From an optimization exercise on the open Yosys and OpenROAD flow, aimed at small area and a short achievable clock period; shortcuts taken in it are not production practice. Only simulation tests tie the RTL to the original design; equivalence was not proved. The flow treats the clock pin as an ideal source, which a real chip does not have. Power and IR drop assume default switching activity.

$ cat constraint.sdc
create_clock -name core_clock -period 12.0 [get_ports {clk}]
set_input_delay 2.4000 -clock core_clock [delete_from_list [all_inputs] [get_ports {clk}]]
set_output_delay 2.4000 -clock core_clock [all_outputs]
set_load 0.01 [all_outputs]
$ cat config.mk
export PLATFORM = sky130hd
export DESIGN_NAME = exec_core
export DESIGN_NICKNAME = exec_core
export VERILOG_FILES = /design/flow/design.v
export SDC_FILE = /design/flow/constraint.sdc
export NUM_CORES = 4
export LEC_CHECK = 0
export CAP_MARGIN = 20
export CORE_MARGIN = 2
export CORE_UTILIZATION = 40
export PLACE_DENSITY = 0.6
export SLEW_MARGIN = 20
export TNS_END_PERCENT = 0
$ cat standard.sh
#!/bin/bash
# synth_recipe.tcl (not shown) runs the flow's synth.tcl, then flattens the netlist and writes it again
# the make line also repeats each setting of config.mk as NAME=value (left out here)
make -C /OpenROAD-flow-scripts/flow DESIGN_CONFIG=/design/flow/config.mk WORK_HOME=/design/flow/orfs CLKGATE_MAP_FILE= SYNTH_SCRIPT=/design/flow/synth_recipe.tcl "${@:-finish}"
$ cat flow/run.sh
#!/bin/bash
# Standard layout, with plain buffers on the ports, a clock tree of fewer, larger leaf clusters
# and setup repair aimed below the clock period.
set -euo pipefail
bash standard.sh "BUFFER_PORTS_ARGS=-buffer_cell sky130_fd_sc_hd__buf_2" "SETUP_SLACK_MARGIN=7" \
  "CTS_ARGS=-sink_clustering_enable -repair_clock_nets -sink_clustering_size 20 -sink_clustering_max_diameter 60 -buf_list {sky130_fd_sc_hd__clkbuf_4 sky130_fd_sc_hd__clkbuf_8 sky130_fd_sc_hd__clkbuf_16} -dont_use_dummy_load" \
  finish > standard_flow.log 2>&1
$ cat design.v
`timescale 1ns/1ps
module exec_core (
    input  logic        clk,
    input  logic        reset,
    input  logic        instr_valid,
    input  logic [31:0] instr,
    input  logic [31:0] instr_pc,
    output logic        wb_valid,
    output logic [2:0]  wb_addr,
    output logic [31:0] wb_data,
    output logic        branch_taken,
    output logic [31:0] branch_target
);
    logic [31:0] regs [8];
    logic [3:0]  flags;                                  
    logic [31:0] p_q, g_q;                               
    logic        cin_q;
    logic        wr_q, fl_q, ar_q, br_q, bc_q;           
    logic        sr_q, sl_q;                             
    logic [3:0]  amt_q;                                  
    logic [2:0]  dest_q;
    logic [3:0]  cond_q;
    logic [32:0] c;                                      
    logic [31:0] sum, sh, res;
    always_comb begin
        logic [31:0] gg, pp;
        gg = g_q;
        pp = p_q;
        gg[0] = g_q[0] | (p_q[0] & cin_q);
        for (int d = 1; d < 32; d = d * 2) begin
            logic [31:0] ng, np;
            ng = gg; np = pp;
            for (int i = d; i < 32; i++) begin
                ng[i] = gg[i] | (pp[i] & gg[i-d]);
                np[i] = pp[i] & pp[i-d];
            end
            gg = ng; pp = np;
        end
        c = {gg, cin_q};
    end
    assign sum = p_q ^ c[31:0];
    assign sh  = p_q >> amt_q;                           
    always_comb begin
        res = sum & {32{~(sr_q | sl_q)}};
        for (int i = 0; i < 32; i++)
            res[i] = res[i] | (sr_q & sh[i]) | (sl_q & sh[31-i]);
    end
    logic cond_ok;
    always_comb begin
        case (cond_q)
            4'd0:  cond_ok = flags[2];
            4'd1:  cond_ok = ~flags[2];
            4'd2:  cond_ok = flags[1];
            4'd3:  cond_ok = ~flags[1];
            4'd4:  cond_ok = flags[3];
            4'd5:  cond_ok = ~flags[3];
            4'd6:  cond_ok = flags[0];
            4'd7:  cond_ok = ~flags[0];
            4'd8:  cond_ok = flags[1] & ~flags[2];
            4'd9:  cond_ok = ~flags[1] | flags[2];
            4'd10: cond_ok = flags[3] == flags[0];
            4'd11: cond_ok = flags[3] != flags[0];
            default: cond_ok = 1'b0;
        endcase
    end
    assign wb_valid      = wr_q;
    assign wb_addr       = dest_q;
    assign wb_data       = res;
    assign branch_taken  = br_q & (~bc_q | cond_ok);
    assign branch_target = res;
    logic [6:0]  op;
    logic [15:0] imm;
    logic [2:0]  dest, op1, op2;
    assign op   = instr[31:25];
    assign dest = instr[24:22];
    assign op1  = instr[21:19];
    assign op2  = instr[18:16];
    assign imm  = instr[15:0];
    logic is_mov, is_movt, is_clr, is_set, is_lsl, is_lsr, is_not;
    logic is_b, is_bcond, is_br, is_bra;
    logic alu_fn, is_arith, is_sub, sh_big;
    assign is_mov   = op == 7'b0000000;
    assign is_movt  = op == 7'b0000001;
    assign is_clr   = op == 7'b0000010;
    assign is_set   = op == 7'b0000011;
    assign is_lsl   = op == 7'b0000100;
    assign is_lsr   = op == 7'b0000101;
    assign is_not   = op == 7'b0110110;
    assign is_b     = op == 7'b1100000;
    assign is_bcond = op == 7'b1100001;
    assign is_br    = op == 7'b1100010;
    assign is_bra   = is_b | is_bcond | is_br;
    assign alu_fn   = ~op[6] & op[4] & (op[2:0] != 3'd0) & (op[2:0] <= 3'd5);
    assign is_arith = alu_fn & ~op[2] & (op[1:0] != 2'b11);    
    assign is_sub   = is_arith & ~op[0];
    assign sh_big   = |imm[15:5];
    logic wr_en;
    assign wr_en = alu_fn | is_not | (op[6:3] == 4'b0000 & op[2:0] <= 3'd5);
    logic        use_dest, use_pc, use_rd2;
    logic [7:0]  dec_d, dec_1, dec_2, stale, sel1, sel2;
    logic        fwd1, fwd2;
    logic [31:0] a, b, bimm;
    assign use_dest = ~op[4] & ~op[2];                   
    assign use_pc   = op[6] & ~op[1];
    assign use_rd2  = op[5] & ~op[6];
    always_comb begin
        for (int i = 0; i < 8; i++) begin
            dec_d[i] = dest == i[2:0];
            dec_1[i] = op1 == i[2:0];
            dec_2[i] = op2 == i[2:0];
            stale[i] = wr_q & (dest_q == i[2:0]);
        end
        for (int i = 0; i < 8; i++) begin
            sel1[i] = ~use_pc & (use_dest ? dec_d[i] : dec_1[i]) & ~stale[i];
            sel2[i] = use_rd2 & dec_2[i] & ~stale[i];
        end
        fwd1 = ~use_pc & |((use_dest ? dec_d : dec_1) & stale);
        fwd2 = use_rd2 & |(dec_2 & stale);
    end
    always_comb begin
        a = ({32{fwd1}} & res) | ({32{use_pc}} & instr_pc);
        b = ({32{fwd2}} & res) | ({32{~use_rd2}} & bimm);
        for (int i = 0; i < 8; i++) begin
            a = a | ({32{sel1[i]}} & regs[i]);
            b = b | ({32{sel2[i]}} & regs[i]);
        end
    end
    always_comb begin
        if (op[6])       bimm = {{14{imm[15]}}, imm, 2'b00};    
        else if (~op[4]) bimm = {imm, imm};                      
        else             bimm = {16'd0, imm};
    end
    logic [3:0] tp_hi, tp_lo, tg;
    always_comb begin
        tp_hi = 4'b0000;                                 
        tg    = 4'b0000;
        if (is_arith | is_bra) begin
            tp_hi = is_sub ? 4'b1001 : 4'b0110;          
            tg    = is_sub ? 4'b0100 : 4'b1000;          
        end else if (alu_fn) begin
            case (op[2:0])
                3'd3:    tp_hi = 4'b1000;                
                3'd4:    tp_hi = 4'b1110;                
                default: tp_hi = 4'b0110;                
            endcase
        end
        if (is_not) tp_hi = 4'b0011;
        if (is_set) tp_hi = 4'b1111;
        if (is_lsr & ~sh_big & ~imm[4]) tp_hi = 4'b1100;  
        tp_lo = tp_hi;
        if (is_mov)  begin tp_hi = 4'b1100; tp_lo = 4'b1010; end
        if (is_movt) begin tp_hi = 4'b1010; tp_lo = 4'b1100; end
    end
    logic [31:0] p_d, g_d;
    always_comb begin
        for (int i = 0; i < 32; i++) begin
            p_d[i] = ((i >= 16) ? tp_hi[{a[i], b[i]}] : tp_lo[{a[i], b[i]}]) |
                     (is_lsl & ~sh_big & ~imm[4] & a[31-i]);
            if (i < 16)
                p_d[i] = p_d[i] | (is_lsr & ~sh_big & imm[4] & a[i+16]) |
                                  (is_lsl & ~sh_big & imm[4] & a[15-i]);
            g_d[i] = tg[{a[i], b[i]}];
        end
    end
    logic [31:0] wd;
    assign wd = res & {32{~reset}};
    always_ff @(posedge clk) begin
        for (int i = 0; i < 8; i++)
            if (reset | (wr_q & dest_q == i[2:0])) regs[i] <= wd;
    end
    always_ff @(posedge clk) begin
        if (reset) begin
            flags <= 4'd0;
            wr_q  <= 1'b0;
            br_q  <= 1'b0;
            fl_q  <= 1'b0;
        end else begin
            if (fl_q) begin
                flags[3] <= res[31];
                flags[2] <= res == 32'd0;
                if (ar_q) begin
                    flags[1] <= c[32];
                    flags[0] <= c[32] ^ c[31];
                end
            end
            wr_q <= instr_valid & wr_en;
            br_q <= instr_valid & is_bra;
            fl_q <= instr_valid & alu_fn & op[3];
        end
    end
    always_ff @(posedge clk) begin
        p_q    <= p_d;
        g_q    <= g_d;
        cin_q  <= is_sub;
        ar_q   <= is_arith;
        bc_q   <= is_bcond;
        sr_q   <= is_lsr & ~sh_big;
        sl_q   <= is_lsl & ~sh_big;
        amt_q  <= imm[3:0];
        dest_q <= dest;
        cond_q <= instr[24:21];
    end
endmodule
==> impl_summary.txt, run 1 <==
----------------------------------------------------
[Setup path]
  Type of the setup path with the least slack ... register to primary output
  Critical path required time ... 9600 ps
  Critical Path End Type ... primary output
  Startpoint of the most critical register-to-register path ... amt_q[3]
  Data arrival, critical path ... 3420 ps
  Crit path max fanout ... 20
  Worst Setup Start Kind ... register
  Worst setup startpoint ... amt_q[1]

[Global route]
  Via count of the first global-routing pass ... 17900
  Total Routing Usage GR ... 32.4%
  Wire length of the first global-routing pass ... 125000 microns
  Maximum number of pins on one net before global-route repair ... 47
  Global route total overflow ... 0
  Initial antenna violation count ... 2

[Placed design]
  Number of input and output port buffers inserted ... 135
  HPWL after DPL ... 58000 microns
  Weighted congestion reported at the end of routability-driven placement ... 0.969
  Place WS ... 6030 ps

[Pwr]
  Maximum vdd ir drop ... 91.9 uV
  Final Power ... 3.08 mW
  Power density of the placed cells ... 137 mW/mm^2
  Lkg Pwr ... 8.26 nW

[Synth]
  Largest cells by area after synthesis ... sky130_fd_sc_hd__edfxtp_1 (38%), sky130_fd_sc_hd__dfxtp_1 (8.4%), sky130_fd_sc_hd__mux2i_1 (4.7%)
  Leading area contributor after synthesis ... sky130_fd_sc_hd__edfxtp_1
  Complex-gate fraction of the synthesized area ... 24.1%
  Most common cell in the netlist ... sky130_fd_sc_hd__edfxtp_1
  Nets in the synthesized netlist ... 1992
  Post-synthesis share of cell area spent on full adders, half adders and majority gates ... 0.125%
  Synth Flop Type ... sky130_fd_sc_hd__edfxtp_1
  Synthesized flop and latch total ... 340
  Simple-gate area share of the yosys netlist ... 12.5%
  Xor-xnor portion of the synthesized cell area ... 1.18%
  Sequential share of the synthesized area ... 46.6%
  Unique cell type count in the Yosys netlist ... 96
  Synthesized instance count ... 1923
  Synthesized area ... 0.0201 sq mm
  Share of the synthesized area in the top cell type ... 38.3%
  EDFF count, synth ... 256
  Combinational family with the most area after synthesis ... compound AO/OA/AOI/OAI gates
  Mean area per synthesized cell ... 10.4 sq um
  Fraction of synthesis flops using an asynchronous set or reset pin ... 0%
  Multiplexer share of the synthesized area ... 9.81%
  Ranking of synthesized cells by instance count ... sky130_fd_sc_hd__edfxtp_1 (256), sky130_fd_sc_hd__nand2_1 (125), sky130_fd_sc_hd__clkbuf_1 (119), sky130_fd_sc_hd__a21oi_1 (114), sky130_fd_sc_hd__nor2_1 (111)
  Number of warnings reported in the yosys synthesis log ... 2

[Detailed routing]
  Remaining routing DRC violations ... 0
  Number of design-rule violations left by the first detailed-router iteration ... 3442
  Count of vias placed by the detailed router ... 18800
  Antenna violation net count after detailed routing ... 0
  Post-DR vias/cell ... 7.12
  Length of the first detailed-routing pass in iterations ... 9
  Sum of routed wire length over all layers ... 87900 microns
  Average wire per cell in the routed design ... 33.4 microns

[Min path]
  Hold Path Origin ... flags[2]
  Min-Delay Path Class ... register to register

[STA]
  Fin. max-slew vios ... 0
  Number of hold-slack violations in the final timing report ... 0
  Share of the clock period used by the worst path ... 48.5%
  Max Fclk ... 0.172 GHz
  Final sum of negative setup slack ... 0 ps
  Count of final setup violators ... 0
  Final setup slack of the worst path ... 6180 ps
  Actual transition at the worst max-transition pin ... 1060 ps
  Final worst clock skew ... 37.6 ps
  Post-layout min period ... 5820 ps
  Setup repair after global routing missed its margin ... true
  Max_slew headroom ... 28.4%

[Floorplan]
  Floorplan die width ... 228 microns
  Initial Utilization ... 40.3%
  I/O pin total ... 136
  Core box area ... 0.0499 sq mm
  Total Die Area ... 0.0520 sq mm
  Die span in y ... 228 microns
  Total number of placement rows ... 82

[Cells and area]
  Synthesis-to-layout area growth ... 11.7%
  Ratio of cells with drive above 1 in the final layout ... 20.5%
  Diode count ... 0
  Final-stage net count ... 2035
  Final Core Density ... 45.0%

[Run]
  Number of maximum-capacitance violations ... 0

[Clock network]
  TritonCTS buffer count ... 28
  # H-tree levels ... 1
  CTS clock-pin slew for the worst setup and hold paths ... 80 ps
  TritonCTS clock tree ... built
  Buffers from clock root to sink, at most ... 3
  Number of hold buffers added after cts ... 0
  Clock insertion delay at the later pin of the skew report ... 590 ps
  Clock Sink Count ... 340
  CTS Root Cell ... sky130_fd_sc_hd__clkbuf_16

[Run status]
  Run status ... no timing/DRC/antenna violations

----------------------------------------------------
## worst max-delay path, cell delays in order, from the launching register on
cell,delay (ps)
sky130_fd_sc_hd__dfxtp_2,390
sky130_fd_sc_hd__buf_12,210
sky130_fd_sc_hd__mux4_2,540
sky130_fd_sc_hd__mux2i_1,370
sky130_fd_sc_hd__nand2_1,90
sky130_fd_sc_hd__o21ai_0,150
sky130_fd_sc_hd__o22ai_1,140
sky130_fd_sc_hd__a21oi_2,500
sky130_fd_sc_hd__inv_1,220
sky130_fd_sc_hd__buf_2,200
## power by group
| part | total (mW) | switching (mW) | internal (mW) |
|---|---|---|---|
| sequential | 1.52 | 0.123 | 1.40 |
| combinational | 0.749 | 0.491 | 0.259 |
| clock | 0.808 | 0.401 | 0.408 |
| total | 3.08 | 1.01 | 2.06 |
## flip-flops by register name (all words and copies together), names as in the netlist, 3 cells and up
register / cells
p_q: 32
flags: 4
amt_q: 4
cond_q: 3
regs: 256
g_q: 32
## what timing repair did
action / CTS / global route
cloned: 1 / 0
setup endpoints to repair: 94 / 111
pin swaps: 19 / 6
gates resized for setup: 79 / 9
setup buffers: 14 / 2
## path summary, 6_finish.rpt
kind | end | slack (ps) | depth (start not counted)
max reg2reg | p_q[28] | 7940 | 9
max | wb_data[11] | 6180 | 9
min reg2reg | flags[2] | 500 | 2
min | flags[2] | 500 | 2
## final cells by class
type                    instances  area (sq um)
fillers                      4745         27400
well taps                     672           841
flip-flops and latches        340          9400
multi-input cells            1328          9940
clock buffers                  28           701
inverters                      59           230
repair buffers                209          1320
## metrics by stage
stage          area, sq um  hold slack (ps)  std cells
2_1_floorplan        20100              436       1923
3_3_place_gp         21200              491       2589
3_5_place_dp         21200              492       2591
4_1_cts              22400              503       2634
5_1_grt              22400              550       2636
6_report             22400              504       2636
## cells by family (layout without fill, tap and decap cells)
kind of cell,Yosys count,count (layout)
AO/OA/AOI/OAI,640,640
AND/OR/NAND/NOR,507,507
flip-flops,340,340
buffers and inverters,255,296
multiplexers,152,152
XOR/XNOR,27,27
adder cells (fa/ha/maj),2,2
## placed cells by master, fill, tap and decap left out, types with 8 or more instances in the layout
cell type                     n
sky130_fd_sc_hd__dfxtp_2     25
sky130_fd_sc_hd__edfxtp_1   256
sky130_fd_sc_hd__o221ai_1    15
sky130_fd_sc_hd__a22o_1      32
sky130_fd_sc_hd__o2111ai_1   17
sky130_fd_sc_hd__nand2_1    124
sky130_fd_sc_hd__mux2_2      25
sky130_fd_sc_hd__clkbuf_16   28
sky130_fd_sc_hd__buf_4       66
sky130_fd_sc_hd__nand3_1     64
sky130_fd_sc_hd__dfxtp_1     58
sky130_fd_sc_hd__nand2b_1    13
sky130_fd_sc_hd__a22oi_1     91
sky130_fd_sc_hd__nor2_1     107
sky130_fd_sc_hd__xnor2_1     18
sky130_fd_sc_hd__nor3_2      10
sky130_fd_sc_hd__buf_2      134
sky130_fd_sc_hd__o21a_1       8
sky130_fd_sc_hd__a221oi_1    60
sky130_fd_sc_hd__nor3_1      50
sky130_fd_sc_hd__a21oi_1    105
sky130_fd_sc_hd__a222oi_1    64
sky130_fd_sc_hd__xor2_1       9
sky130_fd_sc_hd__nand4_1     31
sky130_fd_sc_hd__a221o_1      9
sky130_fd_sc_hd__and2_1      11
sky130_fd_sc_hd__mux2i_1     93
sky130_fd_sc_hd__inv_1       55
sky130_fd_sc_hd__o21ai_0     64
sky130_fd_sc_hd__and3_1       8
sky130_fd_sc_hd__o211ai_1    22
sky130_fd_sc_hd__a21o_1      19
sky130_fd_sc_hd__o21ai_1      9
sky130_fd_sc_hd__o22ai_1     15
sky130_fd_sc_hd__mux4_2      29
sky130_fd_sc_hd__nor2b_1     22
sky130_fd_sc_hd__a211oi_1    15
## per-layer routing
metal	up-vias	global-route usage [%]	part of all wire [%]
met3	314	7.44	13
met2	1577	50.3	44
li1	7704	-	-
met4	2	15.9	5.5
met1	9184	42.8	37
met5	-	0	0.010
==> run 2: changes to the inputs <==
--- a/design.v
+++ b/design.v
@@ -19,3 +19,3 @@
     logic        sr_q, sl_q;                             
-    logic [3:0]  amt_q;                                  
+    logic [3:0]  sa_q, sb_q;                             
     logic [2:0]  dest_q;
@@ -41,3 +41,9 @@
     assign sum = p_q ^ c[31:0];
-    assign sh  = p_q >> amt_q;                           
+    logic [31:0] sh1;
+    always_comb begin
+        sh1 = '0;
+        sh  = '0;
+        for (int k = 0; k < 4; k++) sh1 = sh1 | ({32{sa_q[k]}} & (p_q >> k));
+        for (int k = 0; k < 4; k++) sh  = sh  | ({32{sb_q[k]}} & (sh1 >> (4 * k)));
+    end
     always_comb begin
@@ -198,3 +204,6 @@
         sl_q   <= is_lsl & ~sh_big;
-        amt_q  <= imm[3:0];
+        for (int k = 0; k < 4; k++) begin
+            sa_q[k] <= imm[1:0] == k[1:0];
+            sb_q[k] <= imm[3:2] == k[1:0];
+        end
         dest_q <= dest;
==> run 2 against run 1 <==
  * Cell count rose by 2.2%
  * Largest cell class unchanged
  * Via count grew 3.0%
  * Largest power group unchanged
  * Area after synthesis up 1.0%
  * Critical path type unchanged
  * Count of clock-buffer cells in the layout rose by 1
  * First-iteration DRC count grew 11%
==> impl_summary.txt, run 2 <==
----------------------------------------------------
[Synth]
  Synth Flop Type ... sky130_fd_sc_hd__edfxtp_1
  Number of warnings reported in the yosys synthesis log ... 2 (unchanged)
  Largest cells by area after synthesis ... sky130_fd_sc_hd__edfxtp_1 (38%), sky130_fd_sc_hd__dfxtp_1 (8.7%), sky130_fd_sc_hd__a22oi_1 (5.5%)
  Synthesized area ... 0.0203 sq mm (+1.0%)
  Synthesized instance count ... 2001 (+4.1%)
  Post-synthesis share of cell area spent on full adders, half adders and majority gates ... 0.123% (-0.0013 points)
  Most common cell in the netlist ... sky130_fd_sc_hd__edfxtp_1
  Combinational family with the most area after synthesis ... compound AO/OA/AOI/OAI gates
  Leading area contributor after synthesis ... sky130_fd_sc_hd__edfxtp_1
  Sequential share of the synthesized area ... 46.6% (-0.083 points)
  Ranking of synthesized cells by instance count ... sky130_fd_sc_hd__edfxtp_1 (256), sky130_fd_sc_hd__a22oi_1 (148), sky130_fd_sc_hd__nand2_1 (127), sky130_fd_sc_hd__a21oi_1 (111), sky130_fd_sc_hd__nor2_1 (109)
  Xor-xnor portion of the synthesized cell area ... 0.647% (-0.53 points)
  Fraction of synthesis flops using an asynchronous set or reset pin ... 0% (unchanged)
  Mean area per synthesized cell ... 10.1 sq um (-2.9%)
  Simple-gate area share of the yosys netlist ... 13.0% (+0.54 points)
  Share of the synthesized area in the top cell type ... 37.9% (-0.39 points)
  Nets in the synthesized netlist ... 2070 (+3.9%)
  Multiplexer share of the synthesized area ... 4.93% (-4.9 points)
  Unique cell type count in the Yosys netlist ... 98 (+2.1%)
  EDFF count, synth ... 256 (unchanged)
  Complex-gate fraction of the synthesized area ... 28.7% (+4.6 points)
  Synthesized flop and latch total ... 344 (+1.2%)

[Setup path]
  Critical path required time ... 9600 ps (about the same)
  Type of the setup path with the least slack ... register to primary output
  Data arrival, critical path ... 3230 ps (-190 ps)
  Slowest cell on the critical path ... sky130_fd_sc_hd__dfxtp_1
  Crit path max fanout ... 12 (-40%)
  Worst Setup Start Kind ... register
  Critical Path End Type ... primary output
  Cell breakdown of the critical path ... a22o_1 -> o21ai_0 -> nand4_1 -> a22o_1 -> a31oi_2 -> inv_1 -> buf_2
  Most used cell, CP ... sky130_fd_sc_hd__a22o_1
  Biggest cell delay along the critical path ... 560 ps (+20 ps)

[Clock network]
  Clock Sink Count ... 344 (+1.2%)
  # H-tree levels ... 1 (unchanged)
  TritonCTS clock tree ... built
  Number of hold buffers added after cts ... 0 (unchanged)
  CTS Root Cell ... sky130_fd_sc_hd__clkbuf_16
  Buffers from clock root to sink, at most ... 3 (unchanged)
  TritonCTS buffer count ... 29 (+3.6%)
  CTS clock-pin slew for the worst setup and hold paths ... 60 ps (-20 ps)
  Clock insertion delay at the later pin of the skew report ... 590 ps (about the same)

[Cells and area]
  Flip-flop count of the largest register, all copies and words added ... 256 (unchanged)
  Final-stage net count ... 2091 (+2.8%)
  Synthesis-to-layout area growth ... 10.6%
  Registers with the highest flip-flop counts ... regs x256, g_q x32, p_q x32
  Ratio of cells with drive above 1 in the final layout ... 17.6% (-2.9 points)
  Most common cell after layout, fill and taps aside ... sky130_fd_sc_hd__edfxtp_1
  Register ranked first by flip-flop count ... regs
  Most frequent cells in the layout ... sky130_fd_sc_hd__edfxtp_1 (256), sky130_fd_sc_hd__a22oi_1 (147), sky130_fd_sc_hd__buf_2 (131)

[Floorplan]
  Total Die Area ... 0.0525 sq mm (+1.0%)
  Die span in y ... 229 microns (+0.51%)
  I/O pin total ... 136 (unchanged)
  Initial Utilization ... 40.5% (+0.25 points)
  Floorplan die width ... 229 microns (+0.51%)
  Total number of placement rows ... 82 (unchanged)
  Core box area ... 0.0501 sq mm (+0.41%)

[Placed design]
  HPWL after DPL ... 57200 microns (-1.4%)
  Number of input and output port buffers inserted ... 135 (unchanged)
  Weighted congestion reported at the end of routability-driven placement ... 0.949 (-2.0%)

[Global route]
  Via count of the first global-routing pass ... 18000 (+0.58%)
  Total Routing Usage GR ... 31.9% (-0.55 points)
  Maximum number of pins on one net before global-route repair ... 47 (unchanged)
  Wire length of the first global-routing pass ... 124000 microns (-0.91%)
  Initial antenna violation count ... 4 (+2)
  Global route total overflow ... 0 (unchanged)

[STA]
  Setup repair after global routing missed its margin ... true
  Max Fclk ... 0.178 GHz (+3.3%)
  Share of the clock period used by the worst path ... 46.9% (-1.6 points)
  Count of final setup violators ... 0 (unchanged)
  Actual transition at the worst max-transition pin ... 1170 ps (+110 ps)
  Post-layout min period ... 5630 ps (-187 ps)
  Max_slew headroom ... 21.7% (-6.7 points)
  Worst hold slack across all endpoints ... 528 ps (+24.0 ps)
  Number of hold-slack violations in the final timing report ... 0 (unchanged)
  Final sum of negative setup slack ... 0 ps (unchanged)
  Final worst clock skew ... 48.6 ps (+11.0 ps)
  Fin. max-slew vios ... 0 (unchanged)

[Pwr]
  Switching share of power ... 32.0% (-0.94 points)
  Sequential group share of total power ... 51.0% (+1.6 points)
  Cell Int Power ... 2.02 mW (-1.9%)
  Lkg Pwr ... 8.12 nW (-1.7%)
  Gate power share ... 21.3% (-3.0 points)
  Clock power frac ... 27.7% (+1.4 points)
  Power dissipated by switching net loads ... 0.953 mW (-6.0%)
  Maximum vdd ir drop ... 141 uV (+54%)
  Power density of the placed cells ... 133 mW/mm^2 (-3.2%)

[Detailed routing]
  Average wire per cell in the routed design ... 32.3 microns (-3.1%)
  Number of design-rule violations left by the first detailed-router iteration ... 3835 (+11%)
  Sum of routed wire length over all layers ... 87100 microns (-0.98%)
  Remaining routing DRC violations ... 0 (unchanged)
  Post-DR vias/cell ... 7.18 (+0.83%)
  Antenna violation net count after detailed routing ... 0 (unchanged)
  Count of vias placed by the detailed router ... 19300 (+3.0%)
  Length of the first detailed-routing pass in iterations ... 10 (+1)

[Run status]
  Run status ... no timing/DRC/antenna violations

[Min path]
  Min-Delay Path Class ... register to register

[Run]
  Number of maximum-capacitance violations ... 0 (unchanged)

----------------------------------------------------
run 2: final timing paths:
kind	depth (start not counted)	slack [ps]	end	from
worst max-delay path	7	6370	branch_target[15]	p_q[28]
worst min-delay path	2	530	flags[1]	flags[1]
worst max register to register	8	8090	p_q[9]	dest_q[2]
worst min register to register	2	530	flags[1]	flags[1]
run 2: metrics by stage:
step                      power (mW)  instances  util [%]  setup slack, ps  instance area (sq um)
final                           2.98       2693      44.8             6370                  22400
after global placement          2.11       2642      42.5             5710                  21300
after floorplan                 1.86       2001         -             7040                  20300
after CTS                       2.95       2690      44.7             6440                  22400
after detailed placement        2.12       2643      42.5             5730                  21300
after global routing            3.06       2693      44.8             6330                  22400
run 2: worst max-delay path, delay by kind of cell (launching register included):
kind	cells	cell delay, ps
buffers and inverters	2	500
AND/OR/NAND/NOR	1	230
AO/OA/AOI/OAI	4	1340
flip-flops	1	560
run 2: repair_timing:
action	CTS	global route
pin swaps	20	9
setup buffers	18	2
gates resized for setup	76	11
endpoints found under the setup margin	115	126
run 2: cell type report:
type / instances / area (sq um)
Multi-Input combinational cell: 1395 / 9970
Tap cell: 672 / 841
Inverter: 48 / 186
Antenna cell: 1 / 2.50
Sequential cell: 344 / 9500
Clock buffer: 29 / 726
Timing Repair Buffer: 204 / 1220
Fill cell: 4841 / 27600
run 2: power groups by stage:
stage / Clock, mW / Combinational, mW / Sequential [mW]
final: 0.826 / 0.634 / 1.52
after detailed placement: 0 / 0.585 / 1.53
after global routing: 0.873 / 0.663 / 1.53
after CTS: 0.828 / 0.611 / 1.51
after global placement: 0 / 0.579 / 1.53
after floorplan: 0 / 0.405 / 1.45
run 2: metal layers:
metal	part of all wire (%)	vias up	GRT usage, %
li1	-	8025	-
met1	38	9349	43.0
met2	43	1658	48.9
met3	13	312	6.81
met4	5.3	2	14.8
met5	0.026	-	0
run 2: cell families after synthesis:
| kind of cell | after synthesis |
|---|---|
| flip-flops | 344 |
| AND/OR/NAND/NOR | 512 |
| adder cells (fa/ha/maj) | 2 |
| multiplexers | 95 |
| AO/OA/AOI/OAI | 771 |
| XOR/XNOR | 15 |
| buffers and inverters | 262 |
==> run 3: changes to the inputs <==
==> flow/run.sh (replaced) <==
#!/bin/bash
# Standard layout, with plain buffers on the ports, a clock tree of fewer, larger leaf clusters
# and setup repair aimed below the clock period.
set -euo pipefail
bash standard.sh "BUFFER_PORTS_ARGS=-buffer_cell sky130_fd_sc_hd__buf_2" "SETUP_SLACK_MARGIN=7" \
  "CTS_ARGS=-sink_clustering_enable -repair_clock_nets -sink_clustering_size 20 -sink_clustering_max_diameter 60 -buf_list {sky130_fd_sc_hd__clkbuf_8} -dont_use_dummy_load" \
  finish > standard_flow.log 2>&1
==> run 3 against run 2 <==
  * Still clean
  * Critical path depth unchanged
  * Count of clock-buffer cells in the layout is the same
  * Cell count hardly changed
  * First-iteration DRC count is 3.8% lower
  * Critical endpoint unchanged
  * Largest power group unchanged
  * Highest routed layer unchanged
==> impl_summary.txt, run 3 <==
----------------------------------------------------
[Cells and area]
  Ratio of cells with drive above 1 in the final layout ... 17.7% (+0.090 points)
  Register ranked first by flip-flop count ... regs
  Synthesis-to-layout area growth ... 9.03%
  Most frequent cells in the layout ... sky130_fd_sc_hd__edfxtp_1 (256), sky130_fd_sc_hd__a22oi_1 (147), sky130_fd_sc_hd__buf_2 (131)
  Final-stage net count ... 2092 (+0.048%)
  Final Core Density ... 44.2% (-0.64 points)
  Most common cell after layout, fill and taps aside ... sky130_fd_sc_hd__edfxtp_1
  Registers with the highest flip-flop counts ... regs x256, g_q x32, p_q x32
  Flip-flop count of the largest register, all copies and words added ... 256 (unchanged)

[Setup path]
  Slowest cell on the critical path ... sky130_fd_sc_hd__dfxtp_1
  Data arrival, critical path ... 3310 ps (+80 ps)
  Crit path max fanout ... 12 (unchanged)
  Critical Path End Type ... primary output
  Biggest cell delay along the critical path ... 570 ps (about the same)
  Startpoint of the most critical register-to-register path ... dest_q[2]
  Setup slack, reg-to-reg ... 8130 ps (+40 ps)
  Worst Setup Start Kind ... register
  Type of the setup path with the least slack ... register to primary output
  Critical path required time ... 9600 ps (about the same)
  Most used cell, CP ... sky130_fd_sc_hd__a22o_1
  Endpoint of the most critical register-to-register path ... p_q[9]
  Cell breakdown of the critical path ... a22o_1 -> o21ai_0 -> nand4_1 -> a22o_1 -> a31oi_2 -> inv_1 -> buf_2
  R2R cell count ... 8 (unchanged)

[Global route]
  Wire length of the first global-routing pass ... 124000 microns (about the same)
  Via count of the first global-routing pass ... 18000 (+0.14%)
  Global route total overflow ... 0 (unchanged)
  Total Routing Usage GR ... 31.8% (about the same)
  Maximum number of pins on one net before global-route repair ... 47 (unchanged)
  Initial antenna violation count ... 7 (+3)

[Min path]
  Hold Path Origin ... flags[1]
  Destination of the worst hold path ... flags[1]
  Worst hold path cell count ... 2 (unchanged)
  Min-Delay Path Class ... register to register

[Clock network]
  Buffers from clock root to sink, at most ... 3 (unchanged)
  CTS Root Cell ... sky130_fd_sc_hd__clkbuf_8
  TritonCTS clock tree ... built
  Clock insertion delay at the later pin of the skew report ... 670 ps (+80 ps)
  # H-tree levels ... 1 (unchanged)
  CTS clock-pin slew for the worst setup and hold paths ... 80 ps (+20 ps)
  Clock Sink Count ... 344 (unchanged)
  TritonCTS buffer count ... 29 (unchanged)

[Floorplan]
  Core box area ... 0.0501 sq mm (unchanged)
  Total number of placement rows ... 82 (unchanged)
  Initial Utilization ... 40.5% (unchanged)
  I/O pin total ... 136 (unchanged)
  Total Die Area ... 0.0525 sq mm (unchanged)
  Die span in y ... 229 microns (unchanged)
  Floorplan die width ... 229 microns (unchanged)

[Pwr]
  Maximum vdd ir drop ... 83.4 uV (-41%)
  Final Power ... 2.74 mW (-8.1%)
  Power density of the placed cells ... 124 mW/mm^2 (-6.7%)
  Lkg Pwr ... 7.97 nW (-1.8%)

[Detailed routing]
  Length of the first detailed-routing pass in iterations ... 10 (unchanged)
  Remaining routing DRC violations ... 0 (unchanged)
  Average wire per cell in the routed design ... 32.3 microns (-0.11%)
  Sum of routed wire length over all layers ... 87000 microns (about the same)
  Post-DR vias/cell ... 7.18 (about the same)
  Count of vias placed by the detailed router ... 19400 (+0.083%)
  Antenna violation net count after detailed routing ... 0 (unchanged)
  Number of design-rule violations left by the first detailed-router iteration ... 3690 (-3.8%)

[Synth]
  Synthesized flop and latch total ... 344 (unchanged)
  Ranking of synthesized cells by instance count ... sky130_fd_sc_hd__edfxtp_1 (256), sky130_fd_sc_hd__a22oi_1 (148), sky130_fd_sc_hd__nand2_1 (127), sky130_fd_sc_hd__a21oi_1 (111), sky130_fd_sc_hd__nor2_1 (109)
  Unique cell type count in the Yosys netlist ... 98 (unchanged)
  Most common cell in the netlist ... sky130_fd_sc_hd__edfxtp_1
  Synth Flop Type ... sky130_fd_sc_hd__edfxtp_1
  EDFF count, synth ... 256 (unchanged)
  Fraction of synthesis flops using an asynchronous set or reset pin ... 0% (unchanged)
  Share of the synthesized area in the top cell type ... 37.9% (unchanged)
  Synthesized area ... 0.0203 sq mm (unchanged)
  Leading area contributor after synthesis ... sky130_fd_sc_hd__edfxtp_1
  Nets in the synthesized netlist ... 2070 (unchanged)
  Largest cells by area after synthesis ... sky130_fd_sc_hd__edfxtp_1 (38%), sky130_fd_sc_hd__dfxtp_1 (8.7%), sky130_fd_sc_hd__a22oi_1 (5.5%)
  Sequential share of the synthesized area ... 46.6% (unchanged)
  Number of warnings reported in the yosys synthesis log ... 2 (unchanged)
  Mean area per synthesized cell ... 10.1 sq um (unchanged)
  Synthesized instance count ... 2001 (unchanged)

[Placed design]
  HPWL after DPL ... 57200 microns (unchanged)
  Number of input and output port buffers inserted ... 135 (unchanged)
  Weighted congestion reported at the end of routability-driven placement ... 0.949 (unchanged)

[STA]
  Setup repair after global routing missed its margin ... true
  Final worst clock skew ... 76.4 ps (+27.8 ps)
  Post-layout min period ... 5710 ps (+82.8 ps)
  Worst hold slack across all endpoints ... 529 ps (+1.22 ps)
  Number of hold-slack violations in the final timing report ... 0 (unchanged)
  Final sum of negative setup slack ... 0 ps (unchanged)
  Fin. max-slew vios ... 0 (unchanged)
  Actual transition at the worst max-transition pin ... 1120 ps (-49.6 ps)
  Max Fclk ... 0.175 GHz (-1.4%)
  Share of the clock period used by the worst path ... 47.6% (+0.69 points)
  Max_slew headroom ... 25.0% (+3.3 points)
  Count of final setup violators ... 0 (unchanged)

[Run]
  Number of maximum-capacitance violations ... 0 (unchanged)

[Run status]
  Run status ... no timing/DRC/antenna violations

----------------------------------------------------
-- run 3: routing by layer --
metal / global-route usage [%] / vias up / wire (microns)
li1: - / 8032 / -
met1: 42.9 / 9404 / 33100
met2: 48.9 / 1632 / 38200
met3: 6.72 / 292 / 11300
met4: 15.0 / 2 / 4310
met5: 0 / - / 23
-- run 3: cell families after synthesis --
group | after synthesis | share of synthesized area [%]
DFF | 344 | 46.6
adders and majority gates | 2 | 0.123
buffers and inverters | 262 | 6.03
and+or+nand+nor | 512 | 13.0
AOI/OAI and AO/OA | 771 | 28.7
xor gates and xnor gates | 15 | 0.647
muxes | 95 | 4.93
-- run 3: worst max-delay path by stage --
stage / cells after the start / to / slack (ps) / start
2_1_floorplan: 12 / wb_data[28] / 7040 / p_q[0]
3_3_place_gp: 13 / p_q[15] / 5710 / instr[31]
3_5_place_dp: 13 / p_q[15] / 5730 / instr[31]
4_1_cts: 12 / wb_data[28] / 6370 / p_q[0]
5_1_grt: 12 / branch_target[28] / 6260 / p_q[0]
6_report: 7 / branch_target[15] / 6290 / p_q[28]
-- run 3: timing repair --
item / in CTS / in global routing
setup endpoints to repair: 106 / 124
hold buffers: 0 / 0
gates resized for setup: 75 / 11
pin swaps: 20 / 9
hold endpoints to repair: 0 / 0
buffers inserted: 19 / 2
-- run 3: critical path: cells and delay by family, from the launching register on --
kind                   cells  cell delay [ps]
buffers and inverters      2              510
AND/OR/NAND/NOR            1              230
flip-flops                 1              570
AO/OA/AOI/OAI              4             1350
-- run 3: power breakdown --
part / switching [mW] / total, mW / internal, mW
clock network: 0.372 / 0.586 / 0.214
registers: 0.122 / 1.52 / 1.39
logic: 0.427 / 0.636 / 0.209
total: 0.921 / 2.74 / 1.82
-- run 3: metrics by stage --
step           setup WS, ps  instances  instance area [sq um]
2_1_floorplan          7040       2001                  20300
3_3_place_gp           5710       2642                  21300
3_5_place_dp           5730       2643                  21300
4_1_cts                6370       2691                  22100
5_1_grt                6260       2695                  22100
6_report               6290       2695                  22100
-- run 3: final cells by class --
cell class / count / area [sq um]
diodes: 2 / 5.00
clock buffers: 29 / 399
fillers: 4866 / 27900
inverters: 48 / 186
multi-input cells: 1395 / 9970
flip-flops and latches: 344 / 9500
well taps: 672 / 841
repair buffers: 205 / 1230
==> run 4: changes to the inputs <==
--- a/config.mk
+++ b/config.mk
@@ -9,4 +9,4 @@
 export CORE_MARGIN = 2
-export CORE_UTILIZATION = 40
-export PLACE_DENSITY = 0.6
+export CORE_UTILIZATION = 55
+export PLACE_DENSITY = 0.72
 export SLEW_MARGIN = 20
==> run 4 against run 3 <==
  * Flip-flop and latch count unchanged
  * Die area decreased by 27%
  * Global-route usage increased by 10 points
  * Largest power group unchanged
  * Area after synthesis unchanged
  * Critical path type unchanged
==> impl_summary.txt, run 4 <==
----------------------------------------------------
[Cells and area]
  Most common cell after layout, fill and taps aside ... sky130_fd_sc_hd__edfxtp_1
  Synthesis-to-layout area growth ... 7.59%
  Ratio of cells with drive above 1 in the final layout ... 17.4% (-0.30 points)
  Fillcell total ... 3058 (-37%)
  Final-stage net count ... 2087 (-0.24%)
  Registers with the highest flip-flop counts ... regs x256, g_q x32, p_q x32
  Register ranked first by flip-flop count ... regs
  Most frequent cells in the layout ... sky130_fd_sc_hd__edfxtp_1 (256), sky130_fd_sc_hd__a22oi_1 (145), sky130_fd_sc_hd__buf_2 (131)
  Flip-flop count of the largest register, all copies and words added ... 256 (unchanged)
  Post-route insts no fill ... 2485 (-7.8%)
  Final Instance Area ... 0.0218 sq mm (-1.3%)

[Synth]
  Number of warnings reported in the yosys synthesis log ... 2 (unchanged)
  Multiplexer share of the synthesized area ... 4.93% (unchanged)
  Sequential share of the synthesized area ... 46.6% (unchanged)
  Synth Flop Type ... sky130_fd_sc_hd__edfxtp_1
  Unique cell type count in the Yosys netlist ... 98 (unchanged)
  Nets in the synthesized netlist ... 2070 (unchanged)
  Mean area per synthesized cell ... 10.1 sq um (unchanged)
  EDFF count, synth ... 256 (unchanged)
  Simple-gate area share of the yosys netlist ... 13.0% (unchanged)
  Ranking of synthesized cells by instance count ... sky130_fd_sc_hd__edfxtp_1 (256), sky130_fd_sc_hd__a22oi_1 (148), sky130_fd_sc_hd__nand2_1 (127), sky130_fd_sc_hd__a21oi_1 (111), sky130_fd_sc_hd__nor2_1 (109)
  Fraction of synthesis flops using an asynchronous set or reset pin ... 0% (unchanged)
  Combinational family with the most area after synthesis ... compound AO/OA/AOI/OAI gates
  Most common cell in the netlist ... sky130_fd_sc_hd__edfxtp_1
  Largest cells by area after synthesis ... sky130_fd_sc_hd__edfxtp_1 (38%), sky130_fd_sc_hd__dfxtp_1 (8.7%), sky130_fd_sc_hd__a22oi_1 (5.5%)
  Complex-gate fraction of the synthesized area ... 28.7% (unchanged)
  Synthesized instance count ... 2001 (unchanged)
  Post-synthesis share of cell area spent on full adders, half adders and majority gates ... 0.123% (unchanged)
  Synthesized flop and latch total ... 344 (unchanged)
  Xor-xnor portion of the synthesized cell area ... 0.647% (unchanged)
  Share of the synthesized area in the top cell type ... 37.9% (unchanged)
  Synthesized area ... 0.0203 sq mm (unchanged)
  Leading area contributor after synthesis ... sky130_fd_sc_hd__edfxtp_1

[Min path]
  Min-Delay Path Class ... register to register
  Hold Path Origin ... ar_q
  Worst hold path cell count ... 1 (-1)
  Destination of the worst hold path ... flags[0]

[Setup path]
  Startpoint of the most critical register-to-register path ... p_q[0]
  Crit path max fanout ... 4 (-8)
  Endpoint of the most critical register-to-register path ... flags[2]
  Critical Path End Type ... primary output
  Data arrival, critical path ... 3240 ps (-70 ps)
  Type of the setup path with the least slack ... register to primary output
  Critical path required time ... 9600 ps (about the same)
  Setup slack, reg-to-reg ... 8130 ps (about the same)
  Worst Setup Start Kind ... register
  R2R cell count ... 15 (+7)

[Run status]
  Run status ... no timing/DRC/antenna violations

[Clock network]
  Buffers from clock root to sink, at most ... 3 (unchanged)
  Number of hold buffers added after cts ... 0 (unchanged)
  TritonCTS clock tree ... built
  CTS Root Cell ... sky130_fd_sc_hd__clkbuf_8
  TritonCTS buffer count ... 29 (unchanged)
  CTS clock-pin slew for the worst setup and hold paths ... 70 ps (about the same)
  Clock insertion delay at the later pin of the skew report ... 680 ps (about the same)
  Clock Sink Count ... 344 (unchanged)
  # H-tree levels ... 1 (unchanged)

[Pwr]
  Lkg Pwr ... 7.97 nW (about the same)
  Power density of the placed cells ... 124 mW/mm^2 (+0.55%)
  Maximum vdd ir drop ... 132 uV (+58%)

[STA]
  Fin. max-slew vios ... 0 (unchanged)
  Number of hold-slack violations in the final timing report ... 0 (unchanged)
  Max Fclk ... 0.177 GHz (+1.3%)
  Setup repair after global routing missed its margin ... true
  Post-layout min period ... 5640 ps (-70.9 ps)
  Actual transition at the worst max-transition pin ... 1140 ps (+24.5 ps)
  Count of final setup violators ... 0 (unchanged)
  Worst hold slack across all endpoints ... 527 ps (-2.82 ps)
  Max_slew headroom ... 23.7% (-1.3 points)
  Final sum of negative setup slack ... 0 ps (unchanged)
  Final setup slack of the worst path ... 6360 ps (+70.9 ps)
  Final worst clock skew ... 102 ps (+25.4 ps)
  Share of the clock period used by the worst path ... 47.0% (-0.59 points)

[Placed design]
  Number of input and output port buffers inserted ... 135 (unchanged)
  Placed cell count ... 2436 (-7.8%)
  HPWL after DPL ... 54400 microns (-4.9%)
  Instance area at placement ... 0.0210 sq mm (-1.4%)
  Weighted congestion reported at the end of routability-driven placement ... 1.02 (+7.2%)
  Place WS ... 5850 ps (+122 ps)

[Global route]
  Wire length of the first global-routing pass ... 120000 microns (-3.2%)
  Initial antenna violation count ... 2 (-5)
  Total Routing Usage GR ... 41.9% (+10 points)
  Maximum number of pins on one net before global-route repair ... 47 (unchanged)
  Global route total overflow ... 0 (unchanged)
  Via count of the first global-routing pass ... 18500 (+2.5%)

[Detailed routing]
  Remaining routing DRC violations ... 0 (unchanged)
  Number of design-rule violations left by the first detailed-router iteration ... 3809 (+3.2%)
  Post-DR vias/cell ... 7.88 (+9.6%)
  Length of the first detailed-routing pass in iterations ... 12 (+2)
  Average wire per cell in the routed design ... 33.3 microns (+3.0%)
  Sum of routed wire length over all layers ... 82600 microns (-5.0%)
  Antenna violation net count after detailed routing ... 0 (unchanged)
  Count of vias placed by the detailed router ... 19600 (+1.1%)

[Run]
  Number of maximum-capacitance violations ... 0 (unchanged)

[Floorplan]
  Total number of placement rows ... 70 (-15%)
  Die span in y ... 196 microns (-14%)
  Core box area ... 0.0364 sq mm (-27%)
  I/O pin total ... 136 (unchanged)
  Floorplan die width ... 196 microns (-14%)
  Total Die Area ... 0.0384 sq mm (-27%)
  Initial Utilization ... 55.7% (+15 points)

----------------------------------------------------
run 4: cell counts after synthesis:
No cell type changed its count.
run 4: how the worst max path moves through the flow:
| stage | start | to | slack [ps] | cells past startpoint |
|---|---|---|---|---|
| 4_1_cts | p_q[0] | wb_data[28] | 6370 | 12 |
| 5_1_grt | p_q[7] | branch_target[31] | 6280 | 10 |
| 3_3_place_gp | instr[31] | p_q[4] | 5930 | 14 |
| 3_5_place_dp | instr[31] | p_q[4] | 5850 | 14 |
| 2_1_floorplan | p_q[0] | wb_data[28] | 7040 | 12 |
| 6_report | g_q[5] | branch_target[31] | 6360 | 10 |
run 4: where the power goes:
part / switching, mW / internal [mW]
Clock: 0.369 / 0.214
Sequential: 0.120 / 1.39
Combinational: 0.415 / 0.205
run 4: critical path: stages (launching register included):
cell	delay (ps)
sky130_fd_sc_hd__dfxtp_1	440
sky130_fd_sc_hd__a21oi_1	170
sky130_fd_sc_hd__o21a_1	230
sky130_fd_sc_hd__a31oi_2	220
sky130_fd_sc_hd__o21ai_2	140
sky130_fd_sc_hd__a2111oi_4	510
sky130_fd_sc_hd__nor2_1	130
sky130_fd_sc_hd__a41o_2	330
sky130_fd_sc_hd__nor2_2	190
sky130_fd_sc_hd__inv_2	100
sky130_fd_sc_hd__buf_6	130
run 4: timing repair:
action | 4_1_cts | 5_1_grt
endpoints found under the setup margin | 101 | 118
gates cloned | 0 | 0
hold endpoints to repair | 0 | 0
buffers inserted | 11 | 8
pin swaps | 14 | 13
gates resized for setup | 61 | 23
run 4: kinds of logic (layout without fill, tap and decap cells):
logic type      Yosys count  count (layout)
compound gates          771             771
simple gates            512             512
flops                   344             344
buf+inv                 262             277
mux                      95              95
xor+xnor                 15              15
fa+ha+maj                 2               2
other cells               0               1
run 4: per-stage QoR:
stage               util [%]  power (mW)
finish                  59.9        2.72
global placement        57.6        2.09
detailed placement      57.6        2.09
global route            59.9        2.78
CTS                     59.5        2.67
floorplan                  -        1.86
run 4: area by class of cell:
cell class | instances | area [sq um] | area share [%]
Antenna cell | 1 | 2.50 | 0.0115
Tap cell | 468 | 586 | 2.68
Timing Repair Buffer | 200 | 1190 | 5.46
Clock buffer | 29 | 399 | 1.83
Inverter | 48 | 184 | 0.842
Sequential cell | 344 | 9500 | 43.5
Multi-Input combinational cell | 1395 | 9970 | 45.7
run 4: per-layer routing:
layer / wire [microns] / part of all wire [%] / GRT usage [%]
met3: 12200 / 15 / 11.4
met5: 0 / 0 / 0
met4: 5560 / 6.7 / 22.8
met2: 35700 / 43 / 64.0
met1: 29200 / 35 / 54.4
==> run 5: changes to the inputs <==
--- a/design.v
+++ b/design.v
@@ -19,3 +19,3 @@
     logic        sr_q, sl_q;                             
-    logic [3:0]  sa_q, sb_q;                             
+    logic [4:0]  amt_q;
     logic [2:0]  dest_q;
@@ -41,9 +41,3 @@
     assign sum = p_q ^ c[31:0];
-    logic [31:0] sh1;
-    always_comb begin
-        sh1 = '0;
-        sh  = '0;
-        for (int k = 0; k < 4; k++) sh1 = sh1 | ({32{sa_q[k]}} & (p_q >> k));
-        for (int k = 0; k < 4; k++) sh  = sh  | ({32{sb_q[k]}} & (sh1 >> (4 * k)));
-    end
+    assign sh  = p_q >> amt_q;
     always_comb begin
@@ -154,3 +148,3 @@
         if (is_set) tp_hi = 4'b1111;
-        if (is_lsr & ~sh_big & ~imm[4]) tp_hi = 4'b1100;  
+        if (is_lsr & ~sh_big) tp_hi = 4'b1100;           
         tp_lo = tp_hi;
@@ -163,6 +157,3 @@
             p_d[i] = ((i >= 16) ? tp_hi[{a[i], b[i]}] : tp_lo[{a[i], b[i]}]) |
-                     (is_lsl & ~sh_big & ~imm[4] & a[31-i]);
-            if (i < 16)
-                p_d[i] = p_d[i] | (is_lsr & ~sh_big & imm[4] & a[i+16]) |
-                                  (is_lsl & ~sh_big & imm[4] & a[15-i]);
+                     (is_lsl & ~sh_big & a[31-i]);                 
             g_d[i] = tg[{a[i], b[i]}];
@@ -204,6 +195,3 @@
         sl_q   <= is_lsl & ~sh_big;
-        for (int k = 0; k < 4; k++) begin
-            sa_q[k] <= imm[1:0] == k[1:0];
-            sb_q[k] <= imm[3:2] == k[1:0];
-        end
+        amt_q  <= imm[4:0];
         dest_q <= dest;
==> flow/run.sh (replaced) <==
#!/bin/bash
# Standard layout, with plain buffers on the ports, a clock tree of fewer, larger leaf clusters
# and setup repair aimed below the clock period.
set -euo pipefail
bash standard.sh "BUFFER_PORTS_ARGS=-buffer_cell sky130_fd_sc_hd__buf_2" "SETUP_SLACK_MARGIN=7" \
  "CTS_ARGS=-sink_clustering_enable -repair_clock_nets -sink_clustering_size 30 -sink_clustering_max_diameter 80 -buf_list {sky130_fd_sc_hd__clkbuf_4 sky130_fd_sc_hd__clkbuf_8 sky130_fd_sc_hd__clkbuf_16} -dont_use_dummy_load" \
  finish > standard_flow.log 2>&1
--- a/config.mk
+++ b/config.mk
@@ -9,5 +9,4 @@
 export CORE_MARGIN = 2
-export CORE_UTILIZATION = 55
-export PLACE_DENSITY = 0.72
+export CORE_UTILIZATION = 40
+export PLACE_DENSITY = 0.6
 export SLEW_MARGIN = 20
-export TNS_END_PERCENT = 0
==> run 5 against run 4 <==
  * Critical path depth did not move
  * Cell count increased by 13%
  * Critical path type unchanged
  * Power rose by 11%
  * Still clean on timing, DRC and antenna
==> impl_summary.txt, run 5 <==
----------------------------------------------------
[Placed design]
  Number of input and output port buffers inserted ... 135 (unchanged)
  HPWL after DPL ... 59600 microns (+9.5%)
  Place WS ... 5770 ps (-75.9 ps)
  Weighted congestion reported at the end of routability-driven placement ... 1.04 (+2.6%)

[Synth]
  Share of the synthesized area in the top cell type ... 36.8% (-1.1 points)
  Number of warnings reported in the yosys synthesis log ... 2 (unchanged)
  Mean area per synthesized cell ... 10.5 sq um (+4.0%)
  Unique cell type count in the Yosys netlist ... 85 (-13%)
  Largest cells by area after synthesis ... sky130_fd_sc_hd__edfxtp_1 (37%), sky130_fd_sc_hd__dfxtp_1 (8.1%), sky130_fd_sc_hd__mux2i_1 (6.4%)
  Synth Flop Type ... sky130_fd_sc_hd__edfxtp_1
  Synthesized flop and latch total ... 341 (-0.87%)
  Synthesized instance count ... 1982 (-0.95%)
  Nets in the synthesized netlist ... 2051 (-0.92%)
  Most common cell in the netlist ... sky130_fd_sc_hd__edfxtp_1
  Fraction of synthesis flops using an asynchronous set or reset pin ... 0% (unchanged)
  Ranking of synthesized cells by instance count ... sky130_fd_sc_hd__edfxtp_1 (256), sky130_fd_sc_hd__clkbuf_1 (151), sky130_fd_sc_hd__mux2i_1 (133), sky130_fd_sc_hd__nor2_1 (127), sky130_fd_sc_hd__a21oi_1 (102)
  Leading area contributor after synthesis ... sky130_fd_sc_hd__edfxtp_1
  Synthesized area ... 0.0209 sq mm (+3.0%)
  Sequential share of the synthesized area ... 44.9% (-1.6 points)
  EDFF count, synth ... 256 (unchanged)

[Pwr]
  Power density of the placed cells ... 117 mW/mm^2 (-5.8%)
  Lkg Pwr ... 9.16 nW (+15%)
  Maximum vdd ir drop ... 112 uV (-15%)

[Detailed routing]
  Sum of routed wire length over all layers ... 97300 microns (+18%)
  Remaining routing DRC violations ... 0 (unchanged)
  Average wire per cell in the routed design ... 34.6 microns (+3.9%)
  Number of design-rule violations left by the first detailed-router iteration ... 4241 (+11%)
  Post-DR vias/cell ... 7.30 (-7.3%)
  Count of vias placed by the detailed router ... 20600 (+5.1%)
  Length of the first detailed-routing pass in iterations ... 10 (-2)
  Antenna violation net count after detailed routing ... 0 (unchanged)

[Setup path]
  Type of the setup path with the least slack ... register to primary output
  Cell breakdown of the critical path ... nand2_1 -> a2111oi_4 -> a2111oi_4 -> o211ai_1 -> a31oi_2 -> buf_4 -> a211oi_2 -> buf_4 -> inv_4 -> buf_6
  Largest delay contributor family on the critical path ... compound AO/OA/AOI/OAI gates
  Critical Path End Type ... primary output
  Data arrival, critical path ... 3170 ps (-70 ps)
  Slowest cell on the critical path ... sky130_fd_sc_hd__dfxtp_2
  Critical path required time ... 9600 ps (about the same)
  Worst Setup Start Kind ... register
  Crit path max fanout ... 9 (+5)
  Biggest cell delay along the critical path ... 540 ps (+30 ps)
  CP Buf/Inv Count ... 4 (+2)

[Floorplan]
  Core box area ... 0.0515 sq mm (+41%)
  Floorplan die width ... 233 microns (+19%)
  Die span in y ... 233 microns (+19%)
  Total Die Area ... 0.0541 sq mm (+41%)
  Total number of placement rows ... 83 (+19%)
  I/O pin total ... 136 (unchanged)
  Initial Utilization ... 40.6% (-15 points)

[Global route]
  Total Routing Usage GR ... 34.8% (-7.1 points)
  Maximum number of pins on one net before global-route repair ... 50 (+6.4%)
  Initial antenna violation count ... 8 (+6)
  Wire length of the first global-routing pass ... 138000 microns (+15%)
  Via count of the first global-routing pass ... 19400 (+5.0%)
  Global route total overflow ... 0 (unchanged)

[STA]
  Max Fclk ... 0.179 GHz (+1.3%)
  Post-layout min period ... 5570 ps (-71.9 ps)
  Fin. max-slew vios ... 0 (unchanged)
  Actual transition at the worst max-transition pin ... 1150 ps (+10.6 ps)
  Final setup slack of the worst path ... 6430 ps (+71.9 ps)
  Final worst clock skew ... 63.8 ps (-38.0 ps)
  Worst hold slack across all endpoints ... 538 ps (+11.4 ps)
  Count of final setup violators ... 0 (unchanged)
  Setup repair after global routing missed its margin ... true
  Number of hold-slack violations in the final timing report ... 0 (unchanged)
  Share of the clock period used by the worst path ... 46.4% (-0.60 points)
  Final sum of negative setup slack ... 0 ps (unchanged)
  Max_slew headroom ... 22.3% (-1.4 points)

[Run]
  Number of maximum-capacitance violations ... 0 (unchanged)

[Cells and area]
  Flip-flop count of the largest register, all copies and words added ... 256 (unchanged)
  Final-stage net count ... 2205 (+5.7%)
  Register ranked first by flip-flop count ... regs
  Most common cell after layout, fill and taps aside ... sky130_fd_sc_hd__edfxtp_1
  Most frequent cells in the layout ... sky130_fd_sc_hd__edfxtp_1 (256), sky130_fd_sc_hd__buf_4 (160), sky130_fd_sc_hd__mux2i_1 (117)
  Synthesis-to-layout area growth ... 22.8%
  Ratio of cells with drive above 1 in the final layout ... 31.7% (+14 points)
  Registers with the highest flip-flop counts ... regs x256, g_q x32, p_q x32
  Fillcell total ... 4676 (+53%)

[Clock network]
  Buffers from clock root to sink, at most ... 3 (unchanged)
  Clock Sink Count ... 341 (-0.87%)
  TritonCTS buffer count ... 16 (-45%)
  TritonCTS clock tree ... built
  # H-tree levels ... 1 (unchanged)
  CTS clock-pin slew for the worst setup and hold paths ... 100 ps (+30 ps)
  CTS Root Cell ... sky130_fd_sc_hd__clkbuf_16
  Number of hold buffers added after cts ... 0 (unchanged)
  Clock insertion delay at the later pin of the skew report ... 560 ps (-120 ps)

[Min path]
  Min-Delay Path Class ... register to register

[Run status]
  Run status ... no timing/DRC/antenna violations

----------------------------------------------------
-- run 5: cell types whose count changed after synthesis, moves of 19 or more --
cell and delta:
sky130_fd_sc_hd__buf_2 -46, sky130_fd_sc_hd__mux4_2 +50, sky130_fd_sc_hd__clkbuf_1 +47, sky130_fd_sc_hd__a22oi_1 -81
sky130_fd_sc_hd__nand2_1 -27, sky130_fd_sc_hd__mux2i_1 +50, sky130_fd_sc_hd__o221ai_1 -19
-- run 5: logic make-up (layout without fill, tap and decap cells) --
kind of cell | after synthesis | after routing | synth area share, %
AND/OR/NAND/NOR | 488 | 488 | 11.7
AO/OA/AOI/OAI | 664 | 664 | 23.8
XOR/XNOR | 17 | 17 | 0.712
multiplexers | 208 | 208 | 13.3
buffers and inverters | 262 | 414 | 5.47
flip-flops | 341 | 341 | 44.9
other | 0 | 1 | 0
adder cells (fa/ha/maj) | 2 | 2 | 0.120
-- run 5: final timing paths --
| check | startpoint | end | slack [ps] | cells after the start |
|---|---|---|---|---|
| setup / recovery | p_q[4] | branch_target[31] | 6430 | 10 |
| hold / removal | flags[3] | flags[3] | 540 | 2 |
| setup reg to reg | amt_q[1] | flags[2] | 7680 | 13 |
| hold reg to reg | flags[3] | flags[3] | 540 | 2 |
-- run 5: worst register-to-register path, cell delays in order (launching register included) --
cell	delay, ps
sky130_fd_sc_hd__dfxtp_4	390
sky130_fd_sc_hd__buf_12	150
sky130_fd_sc_hd__buf_16	150
sky130_fd_sc_hd__mux4_2	580
sky130_fd_sc_hd__nand2b_4	170
sky130_fd_sc_hd__a32o_2	290
sky130_fd_sc_hd__a211o_4	390
sky130_fd_sc_hd__buf_4	180
sky130_fd_sc_hd__or4_1	580
sky130_fd_sc_hd__nor4b_2	290
sky130_fd_sc_hd__nand4_1	130
sky130_fd_sc_hd__nor4_1	400
sky130_fd_sc_hd__nand4_1	200
sky130_fd_sc_hd__o41ai_2	300
-- run 5: timing repair --
item,in CTS,in global routing
pin swaps,73,39
resized for setup,323,70
setup buffers,120,13
setup endpoints to repair,101,82
gates cloned,9,2
-- run 5: layout make-up --
cell class / instances / area (sq um) / area share, %
repair buffers: 347 / 3140 / 12.2
flip-flops and latches: 341 / 9450 / 36.8
diodes: 1 / 2.50 / 0.00975
clock buffers: 16 / 400 / 1.56
inverters: 50 / 225 / 0.877
multi-input cells: 1379 / 11600 / 45.2
well taps: 680 / 851 / 3.31
repair inverters: 1 / 7.51 / 0.0292
-- run 5: power breakdown --
part / leakage [nW] / internal, mW / total (mW) / switching [mW]
sequential: 3.34 / 1.38 / 1.47 / 0.0918
clock: 0.197 / 0.242 / 0.605 / 0.363
combinational: 5.62 / 0.376 / 0.933 / 0.557
-- run 5: metal layers --
metal | track usage [%] | wire length (microns)
met5 | 0 | 27
met1 | 45.4 | 34800
met2 | 53.0 | 42400
met4 | 18.8 | 6390
met3 | 8.92 | 13700
-- run 5: metrics by stage --
step / util [%] / total power, mW / std cells / area [sq um]
4_1_cts: 48.9 / 2.92 / 2799 / 25200
3_3_place_gp: 43.0 / 2.16 / 2654 / 22200
6_report: 49.8 / 3.01 / 2815 / 25700
5_1_grt: 49.8 / 3.08 / 2815 / 25700
2_1_floorplan: - / 1.88 / 1982 / 20900
3_5_place_dp: 43.0 / 2.17 / 2654 / 22200
==> run 6: changes to the inputs <==
--- a/design.v
+++ b/design.v
@@ -19,3 +19,3 @@
     logic        sr_q, sl_q;                             
-    logic [4:0]  amt_q;
+    logic [3:0]  amt_q;                                  
     logic [2:0]  dest_q;
@@ -41,3 +41,3 @@
     assign sum = p_q ^ c[31:0];
-    assign sh  = p_q >> amt_q;
+    assign sh  = p_q >> amt_q;                           
     always_comb begin
@@ -148,3 +148,3 @@
         if (is_set) tp_hi = 4'b1111;
-        if (is_lsr & ~sh_big) tp_hi = 4'b1100;           
+        if (is_lsr & ~sh_big & ~imm[4]) tp_hi = 4'b1100;  
         tp_lo = tp_hi;
@@ -157,3 +157,6 @@
             p_d[i] = ((i >= 16) ? tp_hi[{a[i], b[i]}] : tp_lo[{a[i], b[i]}]) |
-                     (is_lsl & ~sh_big & a[31-i]);                 
+                     (is_lsl & ~sh_big & ~imm[4] & a[31-i]);
+            if (i < 16)
+                p_d[i] = p_d[i] | (is_lsr & ~sh_big & imm[4] & a[i+16]) |
+                                  (is_lsl & ~sh_big & imm[4] & a[15-i]);
             g_d[i] = tg[{a[i], b[i]}];
@@ -195,3 +198,3 @@
         sl_q   <= is_lsl & ~sh_big;
-        amt_q  <= imm[4:0];
+        amt_q  <= imm[3:0];
         dest_q <= dest;
==> flow/run.sh (replaced) <==
#!/bin/bash
# Standard layout, with plain buffers on the ports, a clock tree of fewer, larger leaf clusters,
# setup repair aimed below the clock period and extra repair passes after the clock tree.
set -euo pipefail
bash standard.sh "BUFFER_PORTS_ARGS=-buffer_cell sky130_fd_sc_hd__buf_2" "SETUP_SLACK_MARGIN=7" \
  "CTS_ARGS=-sink_clustering_enable -repair_clock_nets -sink_clustering_size 20 -sink_clustering_max_diameter 60 -buf_list {sky130_fd_sc_hd__clkbuf_8} -dont_use_dummy_load" \
  "POST_CTS_TCL=$(pwd)/flow/post_cts.tcl" \
  finish > standard_flow.log 2>&1
==> flow/post_cts.tcl (new file) <==
# More setup repair passes after the clock tree: each repair_timing call with repair_tns 0
# works the worst endpoint until it stalls, so later calls can pick up from there.
repair_timing_helper
repair_timing_helper
detailed_placement
check_placement -verbose
--- a/config.mk
+++ b/config.mk
@@ -12 +12,2 @@
 export SLEW_MARGIN = 20
+export TNS_END_PERCENT = 0
==> run 6 against run 5 <==
  * Register-to-register slack gained 130 ps
  * Synthesized cell count shrank 3.0%
  * Clock skew shrank 8.7 ps
  * Setup slack lost 220 ps
  * First-iteration DRC count shrank 23%
  * Cell count shrank 6.0%
  * Count of clock-buffer cells in the layout grew 12
  * Non-clock buffer count shrank 132
  * Via count shrank 8.4%
  * Utilization shrank 5.2 points
  * Critical path type unchanged
  * Highest routed layer unchanged
==> impl_summary.txt, run 6 <==
----------------------------------------------------
[Run status]
  Run status ... no timing/DRC/antenna violations

[Cells and area]
  Synthesis-to-layout area growth ... 10.9%
  Final-stage net count ... 2041 (-7.4%)
  Flip-flop count of the largest register, all copies and words added ... 256 (unchanged)
  Registers with the highest flip-flop counts ... regs x256, g_q x32, p_q x32
  Register ranked first by flip-flop count ... regs
  Ratio of cells with drive above 1 in the final layout ... 21.1% (-11 points)

[Global route]
  Wire length of the first global-routing pass ... 126000 microns (-8.8%)
  Via count of the first global-routing pass ... 18000 (-7.1%)
  Maximum number of pins on one net before global-route repair ... 47 (-6.0%)
  Global route total overflow ... 0 (unchanged)
  Total Routing Usage GR ... 32.5% (-2.3 points)
  Initial antenna violation count ... 4 (-4)

[Detailed routing]
  Number of design-rule violations left by the first detailed-router iteration ... 3258 (-23%)
  Count of vias placed by the detailed router ... 18800 (-8.4%)
  Post-DR vias/cell ... 7.12 (-2.5%)

[Setup path]
  Worst Setup Start Kind ... register
  Critical path required time ... 9600 ps (about the same)
  Critical Path End Type ... primary output
  Type of the setup path with the least slack ... register to primary output
  Crit path max fanout ... 16 (+7)

[Synth]
  Nets in the synthesized netlist ... 1992 (-2.9%)
  Largest cells by area after synthesis ... sky130_fd_sc_hd__edfxtp_1 (38%), sky130_fd_sc_hd__dfxtp_1 (8.4%), sky130_fd_sc_hd__mux2i_1 (4.7%)
  EDFF count, synth ... 256 (unchanged)
  Most common cell in the netlist ... sky130_fd_sc_hd__edfxtp_1
  Sequential share of the synthesized area ... 46.6% (+1.7 points)
  Unique cell type count in the Yosys netlist ... 96 (+13%)
  Fraction of synthesis flops using an asynchronous set or reset pin ... 0% (unchanged)
  Number of warnings reported in the yosys synthesis log ... 2 (unchanged)

[Floorplan]
  Core box area ... 0.0499 sq mm (-3.2%)
  Floorplan die width ... 228 microns (-1.9%)
  Die span in y ... 228 microns (-1.9%)
  Total Die Area ... 0.0520 sq mm (-3.8%)
  I/O pin total ... 136 (unchanged)

[STA]
  Number of hold-slack violations in the final timing report ... 0 (unchanged)
  Final worst clock skew ... 55.1 ps (-8.69 ps)
  Post-layout min period ... 5800 ps (+224 ps)
  Final sum of negative setup slack ... 0 ps (unchanged)
  Max Fclk ... 0.173 GHz (-3.9%)
  Setup repair after global routing missed its margin ... true
  Actual transition at the worst max-transition pin ... 1070 ps (-87.5 ps)
  Final setup slack of the worst path ... 6200 ps (-224 ps)
  Share of the clock period used by the worst path ... 48.3% (+1.9 points)

[Placed design]
  Weighted congestion reported at the end of routability-driven placement ... 0.969 (-7.2%)
  Place WS ... 6030 ps (+256 ps)
  Placed cell count ... 2591 (-2.4%)
  Number of input and output port buffers inserted ... 135 (unchanged)
  HPWL after DPL ... 58000 microns (-2.7%)

[Clock network]
  Clock Sink Count ... 340 (-0.29%)

----------------------------------------------------
-- run 6: path summary, 6_finish.rpt --
| path | from | to | slack [ps] | cells after the start |
|---|---|---|---|---|
| worst min-delay path | flags[2] | flags[2] | 510 | 2 |
| worst min register to register | flags[2] | flags[2] | 510 | 2 |
| worst max-delay path | p_q[16] | wb_data[27] | 6200 | 9 |
| worst max register to register | amt_q[1] | p_q[28] | 7810 | 10 |
-- run 6: layout make-up --
| type | instances | area, sq um |
|---|---|---|
| Antenna cell | 3 | 7.51 |
| Clock buffer | 28 | 385 |
| Fill cell | 4762 | 27600 |
| Inverter | 59 | 230 |
| Multi-Input combinational cell | 1328 | 10000 |
| Sequential cell | 340 | 9410 |
| Tap cell | 672 | 841 |
| Timing Repair Buffer | 215 | 1390 |
-- run 6: cell families (layout without fill, tap and decap cells) --
kind of cell | Yosys count | in the layout | share of synthesized area [%]
adder cells (fa/ha/maj) | 2 | 2 | 0.125
AO/OA/AOI/OAI | 640 | 640 | 24.1
other | 0 | 3 | 0
XOR/XNOR | 27 | 27 | 1.18
multiplexers | 152 | 152 | 9.81
AND/OR/NAND/NOR | 507 | 507 | 12.5
flip-flops | 340 | 340 | 46.6
buffers and inverters | 255 | 302 | 5.73
-- run 6: layer usage --
metal  vias to the layer above  track usage (%)  wire length [microns]
li1                       7726                -                      -
met1                      9235             42.5                  33100
met2                      1572             50.1                  39200
met3                       308             8.19                  11300
met4                         2             16.4                   4710
met5                         -                0                     13
-- run 6: metrics by stage --
step | hold WS [ps] | cell area [sq um] | util [%]
6_report | 508 | 22300 | 44.7
5_1_grt | 555 | 22300 | 44.6
3_5_place_dp | 492 | 21200 | 42.6
3_3_place_gp | 491 | 21200 | 42.5
2_1_floorplan | 436 | 20100 | -
-- run 6: worst max-delay path, cell delays in order, from the launching register on --
cell                       delay, ps
sky130_fd_sc_hd__dfxtp_2         430
sky130_fd_sc_hd__a211oi_1        360
sky130_fd_sc_hd__o211ai_1        200
sky130_fd_sc_hd__a32oi_1         450
sky130_fd_sc_hd__o311ai_4        210
sky130_fd_sc_hd__buf_4           180
sky130_fd_sc_hd__o21ai_0         130
sky130_fd_sc_hd__and3b_1         440
sky130_fd_sc_hd__inv_1           180
sky130_fd_sc_hd__buf_2           180
-- run 6: power breakdown --
group / switching (mW) / total [mW] / internal (mW)
Sequential: 0.124 / 1.52 / 1.40
Combinational: 0.493 / 0.756 / 0.263
Clock: 0.374 / 0.581 / 0.207
